What follows belongs to an exercise in optimizing a design on an open flow for small area and a short achievable clock period; a production flow would make more cautious choices.
Only the layout flow was run in this run; the RTL was not checked for function there.
No activity file was given, so power comes from the tool's default toggle rates.

File: flow/run.sh
#!/bin/bash
# synth_recipe.tcl (not shown) runs the flow's synth.tcl, then flattens the netlist and writes it again
# the make line also repeats each setting of config.mk as NAME=value (left out here)
make -C /OpenROAD-flow-scripts/flow DESIGN_CONFIG=/design/flow/config.mk WORK_HOME=/design/flow/orfs CLKGATE_MAP_FILE= SYNTH_SCRIPT=/design/flow/synth_recipe.tcl finish
File: flow/config.mk
export PLATFORM = sky130hd
export DESIGN_NAME = trace_capture_buf
export DESIGN_NICKNAME = trace_capture_buf
export VERILOG_FILES = /design/flow/design.v
export SDC_FILE = /design/flow/constraint.sdc
export NUM_CORES = 4
export LEC_CHECK = 0
export CAP_MARGIN = 20
export CORE_MARGIN = 2
export CORE_UTILIZATION = 40
export CTS_CLUSTER_DIAMETER = 100
export CTS_CLUSTER_SIZE = 30
export SETUP_SLACK_MARGIN = 2.3
export SLEW_MARGIN = 20
File: flow/constraint.sdc
create_clock -name core_clock -period 4.5 [get_ports {clk}]
set_input_delay 0.9000 -clock core_clock [delete_from_list [all_inputs] [get_ports {clk}]]
set_output_delay 0.9000 -clock core_clock [all_outputs]
set_load 0.01 [all_outputs]
File: flow/design.v
module trace_capture_buf #(
  parameter  int DATA_W = 32,
  parameter  int DEPTH  = 64,
  localparam int ADDR_W = $clog2(DEPTH)
) (
  input  logic              clk,
  input  logic              rst,
  input  logic              arm,
  input  logic [ADDR_W:0]   post_cnt,
  input  logic              sample_en,
  input  logic [DATA_W-1:0] sample_data,
  input  logic              trig,
  output logic [1:0]        state,
  output logic [ADDR_W:0]   count,
  output logic              wrapped,
  output logic              rd_valid,
  output logic [DATA_W-1:0] rd_data,
  output logic              rd_last,
  input  logic              rd_ready
);
  localparam logic [1:0] S_IDLE = 2'd0;
  localparam logic [1:0] S_PRE  = 2'd1;
  localparam logic [1:0] S_POST = 2'd2;
  localparam logic [1:0] S_DUMP = 2'd3;
  localparam logic [ADDR_W:0] DEPTH_C = (ADDR_W+1)'(DEPTH);
  localparam logic [ADDR_W:0] ONE_C   = (ADDR_W+1)'(1);
  localparam int LO_B = 3;
  localparam int LO_W = 1 << LO_B;       
  localparam int HI_W = DEPTH / LO_W;    
  logic [1:0]          state_q;
  logic [ADDR_W:0]     count_q;
  logic                wrapped_q;
  logic [ADDR_W:0]     win_q;       
  localparam int NL   = 4;              
  localparam int LW   = DATA_W / NL;
  logic                rd_valid_q;
  logic [DATA_W-1:0]   rd_data_q;
  logic                rd_last_q;
  logic [DATA_W-1:0]   mem_q [DEPTH];
  wire capt  = (state_q == S_PRE) || (state_q == S_POST);
  wire smp   = capt && sample_en;
  wire full  = (count_q == DEPTH_C);
  wire win1  = (win_q == ONE_C);
  wire trg   = (state_q == S_PRE) ? trig : 1'b1;    
  wire dump  = (state_q == S_DUMP);
  wire more  = !(rd_valid_q && rd_last_q);
  wire adv   = dump && (!rd_valid_q || rd_ready);
  wire ld    = adv && more;
  wire enter = smp && trg && win1;
  wire [ADDR_W:0] post_clamp = (post_cnt == '0)     ? ONE_C :
                               (post_cnt > DEPTH_C) ? DEPTH_C : post_cnt;
  wire [ADDR_W-1:0] first = full ? ADDR_W'(DEPTH - 1) : count_q[ADDR_W-1:0];
  logic [DATA_W-1:0] rd_mux;
  logic              at_row0;
  for (genvar l = 0; l < NL; l++) begin : g_lane
    logic [LO_W-1:0] rlo_q;
    logic [HI_W-1:0] rhi_q;
    logic [LW-1:0]   grp [HI_W];
    logic [LW-1:0]   mux;
    always_comb begin
      for (int g = 0; g < HI_W; g++) begin
        grp[g] = '0;
        for (int j = 0; j < LO_W; j++)
          grp[g] = grp[g] | (mem_q[g*LO_W+j][l*LW +: LW] & {LW{rlo_q[j]}});
      end
      mux = rd_data_q[l*LW +: LW] & {LW{!ld}};
      for (int g = 0; g < HI_W; g++)
        mux = mux | (grp[g] & {LW{rhi_q[g] && ld}});
    end
    assign rd_mux[l*LW +: LW] = mux;
    always_ff @(posedge clk) begin
      if (enter) begin
        rlo_q <= LO_W'(1) << first[LO_B-1:0];
        rhi_q <= HI_W'(1) << first[ADDR_W-1:LO_B];
      end
      if (ld) begin
        rlo_q <= {rlo_q[0], rlo_q[LO_W-1:1]};
        if (rlo_q[0]) rhi_q <= {rhi_q[0], rhi_q[HI_W-1:1]};
      end
    end
  end
  assign at_row0 = g_lane[0].rlo_q[0] && g_lane[0].rhi_q[0];
  always_ff @(posedge clk) begin
    if (rst) begin
      state_q    <= S_IDLE;
      count_q    <= '0;
      wrapped_q  <= 1'b0;
      rd_valid_q <= 1'b0;
    end else begin
      case (state_q)
        S_IDLE: if (arm) begin
          state_q   <= S_PRE;
          count_q   <= '0;
          wrapped_q <= 1'b0;
        end
        S_PRE, S_POST: if (sample_en) begin
          if (full) wrapped_q <= 1'b1;
          else      count_q   <= count_q + ONE_C;
          if (trg) state_q <= win1 ? S_DUMP : S_POST;
        end
        default: if (adv) begin
          rd_valid_q <= more;
          if (!more) state_q <= S_IDLE;
        end
      endcase
    end
  end
  always_ff @(posedge clk) begin
    if (state_q == S_IDLE && arm)
      win_q <= post_clamp;
    if (smp && trg)
      win_q <= win_q - ONE_C;
    rd_data_q <= rd_mux;
    if (ld)
      rd_last_q <= at_row0;
  end
  always_ff @(posedge clk) begin
    if (smp) begin
      mem_q[0] <= sample_data;
      for (int i = 1; i < DEPTH; i++)
        mem_q[i] <= mem_q[i-1];
    end
  end
  assign state    = state_q;
  assign count    = count_q;
  assign wrapped  = wrapped_q;
  assign rd_valid = rd_valid_q;
  assign rd_data  = rd_data_q;
  assign rd_last  = rd_last_q;
endmodule
==> key figures <==
Die
  – IO Count: 89
  – Initial core utilization: 40.1%
  – Row cnt: 162
  – Die area: 198000 sq um
  – Core area: 194000 sq um
  – DIE WIDTH: 445 um
  – Die height: 445 um

Synth
  – Avg Cell Area, Syn: 18.3 sq um
  – Ys async rst share: 0%
  – Number of synthesis warnings: 6
  – Dominant synthesized flop cell: edfxtp_1
  – Register area share after synthesis: 82.3%
  – Synth area leaders: edfxtp_1 (80%), a22oi_1 (8.7%), dfxtp_1 (1.9%), nand4_1 (1.4%), a221oi_1 (0.67%)
  – Post-Syn Instances: 4252
  – Number of enable flip-flop cells after synthesis: 2088
  – Synthesized cell area: 78000 sq um
  – Most frequent cell after synthesis: edfxtp_1
  – Post-synth top area share: 80.4%
  – Yosys reg bits: 2163
  – Netlist cell types: 49
  – Commonest cells post-synth: edfxtp_1 (2088), a22oi_1 (907), nand4_1 (169)
  – Synth Net Count: 4307
  – Area leader, netlist: edfxtp_1

Cells and area
  – Nets@finish: 4566
  – Fill cell count: 15971
  – Diodes inserted: 0
  – Fraction of layout cells with a size suffix above 1: 15.3%
  – Area of the multi-input gates: 13300 sq um
  – Area delta synth->final: 15.7%
  – Finished Layout Cells: 7122
  – Final instance area: 90200 sq um
  – Storage element area: 64300 sq um

STA
  – Max-slew violation count: 0
  – Worst Hold Slack: 0.445 ns
  – Worst slew pin tran: 0.951 ns
  – Final Hold Viols: 0
  – Layout Skew: 0.0226 ns
  – Period minus WS final: 2.41 ns
  – Maximum clock rate: 414 MHz
  – Fin Setup TNS: 0 ns
  – RSZ-0062 raised after global routing: yes
  – # setup viols final: 0
  – Final worst-path cycle share: 53.6%
  – Rel. slew slack: 36.5%

CTS
  – Num Clock Sinks: 2163
  – Cts hold-fix bufs: 0
  – CTS tree: built
  – CTS Buf Count: 82
  – Clock transition at the registers of the reported paths: 0.12 ns
  – Longest Clk Path Bufs: 3
  – Worst skew pair latency: 0.74 ns
  – Htree depth: 3
  – CTS root buffer: clkbuf_16

Critical path
  – CP endpoint kind: flop
  – Worst path cell trace: buf_6, buf_16, a22oi_1, nand4_1, a222oi_1, a21oi_1, or4_1
  – Largest delay contributor family on the critical path: compound AO/OA/AOI/OAI gates
  – Required time of the worst setup path: 5.12 ns
  – Arr. time, crit path: 3.03 ns
  – Startpoint Class: flop
  – Crit-path max cell delay: 0.53 ns
  – Critical path buffers and inverters: 2
  – Max FO, Critical Path: 21
  – Slowest-stage cell, CP: edfxtp_1
  – Crit Path Class: reg -> reg

Detailed routing
  – Drc violations: 0
  – Post-route ant nets: 0
  – Routed len/inst: 28.0 um
  – Detailed Route WL: 199 mm
  – Pre-antenna DRT Iters: 6
  – Vias per inst: 6.12
  – DRT iter0 DRCs: 5675
  – Vias post-DR: 43567

GRT
  – Total track usage: 19.1%
  – Vias in the first global route: 41756
  – Largest net degree at the start of global routing: 96
  – Antenna violations before repair: 2
  – First-pass GRT wire length: 287 mm
  – Remaining global-route overflow: 0

Power
  – Clock network power share: 19.3%
  – Worst IR Drop VDD: 399 uV
  – Pwr per Cell Area: 557 nW/um^2
  – Final Power: 50200 uW
  – P_int: 35500 uW
  – Switching share of power: 29.3%
  – Combinational power share: 18.9%
  – Psw: 14700 uW
  – Flop pwr share: 61.8%
  – Lkg Pwr: 0.0276 uW

Run status
  – Status: complete, no violations

Placed design
  – Final Wtd Congestion: 0.794
  – Port bufs: 88
  – DP Cell Count: 6713
  – Final HPWL DP: 97.6 mm
  – Area post-placement: 81900 sq um

Hold path
  – Worst hold path class: reg -> reg

Job
  – Maxcap violations: 0
==> power by group through the flow <==
stage | sequential (uW) | clock (uW) | combinational [uW]
2_1_floorplan | 27700 | 0 | 3010
3_3_place_gp | 31400 | 0 | 6920
3_5_place_dp | 31500 | 0 | 7040
4_1_cts | 31000 | 9920 | 9230
5_1_grt | 31400 | 10500 | 10100
6_report | 31100 | 9690 | 9480
==> cells by family (layout without fill, tap and decap cells) <==
kind of cell	Yosys count	count (layout)	share of synthesized area (%)
fa+ha+maj	10	10	0.160
simple gates	512	513	3.63
mux	2	2	0.0257
compound gates	1270	1270	12.1
flops	2163	2163	82.3
xor+xnor	9	9	0.101
buf+inv	286	613	1.63
==> per-layer routing <==
| layer | vias up | GRT usage, % | routed length [um] |
|---|---|---|---|
| li1 | 18451 | - | - |
| met1 | 22850 | 27.4 | 82000 |
| met2 | 2070 | 31.4 | 97300 |
| met3 | 196 | 2.32 | 15200 |
| met4 | 0 | 4.62 | 4720 |
| met5 | - | 0 | 0 |
==> cells in the final DEF (no fill, tap or decap), types with 37 or more instances in the layout <==
cell             synthesis  layout
a21oi_1                 94      94
a221oi_1                60      53
a22o_1                  60      60
a22oi_1                907     809
a22oi_2                  0      98
a31oi_1                 65      65
buf_12                   0      60
buf_16                   0      56
buf_4                    1     136
buf_6                    9      82
bufbuf_16                0      37
clkbuf_1               100      60
clkbuf_16                0      90
clkdlybuf4s50_1          0      43
dfxtp_4                  0      37
edfxtp_1              2088    2088
nand2_1                 73      48
nand3_1                 85      83
nand4_1                169     169
nor2_1                  81      81
==> worst paths after layout <==
kind / slack (ns) / from / end / depth (start not counted)
max: 2.09 / g_lane[2].rlo_q[0] / rd_data_q[18] / 7
min: 0.45 / mem_q[44][3] / mem_q[45][3] / 0
max reg2reg: 2.09 / g_lane[2].rlo_q[0] / rd_data_q[18] / 7
min reg2reg: 0.45 / mem_q[44][3] / mem_q[45][3] / 0
==> worst register-to-register path, cell delays in order (launching register included) <==
cell and delay (ns):
edfxtp_1 0.53, buf_6 0.19, buf_16 0.16, a22oi_1 0.21, nand4_1 0.19, a222oi_1 0.51
a21oi_1 0.11, or4_1 0.40
==> state kept, by name, summed over array words and instances, names as in the netlist <==
signal        count
rd_valid_q        1
win_q             7
wrapped_q         1
g_lane.rhi_q     32
rd_last_q         1
mem_q          2048
state_q           2
g_lane.rlo_q     32
count_q           7
rd_data_q        32
==> stage by stage <==
| step | utilization (%) | worst slack, ns |
|---|---|---|
| after global placement | 42.1 | 0.954 |
| after detailed placement | 42.1 | 0.835 |
| after floorplan | - | -13.91 |
| after CTS | 45.9 | 2.06 |
| after global routing | 46.4 | 2.01 |
| final | 46.4 | 2.09 |
==> what timing repair did <==
action	CTS	global route
endpoints found under the setup margin	2129	246
gates resized for setup	625	120
buffers inserted	134	42
cloned	74	6
pin swaps	109	90
==> final cells by class <==
cell class | count | share of cell area [%]
Clock buffer | 149 | 2.69
Clock inverter | 4 | 0.0707
Inverter | 11 | 0.0749
Multi-Input combinational cell | 1804 | 14.8
Sequential cell | 2163 | 71.3
Tap cell | 2542 | 3.53
Timing Repair Buffer | 444 | 7.42
Timing Repair inverter | 5 | 0.114

## re-timing with driven ports
How much do the figures lean on ideal ports? The routed layout below was timed once more, with nothing changed but the port constraints. Step 1: set_driving_cell puts a clkbuf_16 on clk and a buf_2 on each other input, an assumption about the parent block. Step 2 times the ports against the registers' clock, not the clock port: input delays grow and output delays shrink by t, the midpoint of the rising clock arrivals with the driver on. a / b / c = no drivers / after step 1 / after step 2; a / b = the first two.
shift t [ns]: 0.818
slack for setup (ns): 2.086 / 2.086 / 1.531
hold WS [ns]: 0.445 / 0.445 / 0.445
After both steps this run still meets setup and hold. The setup slack of this run moves by 0.000 ns with the drivers and by -0.555 ns with both steps.
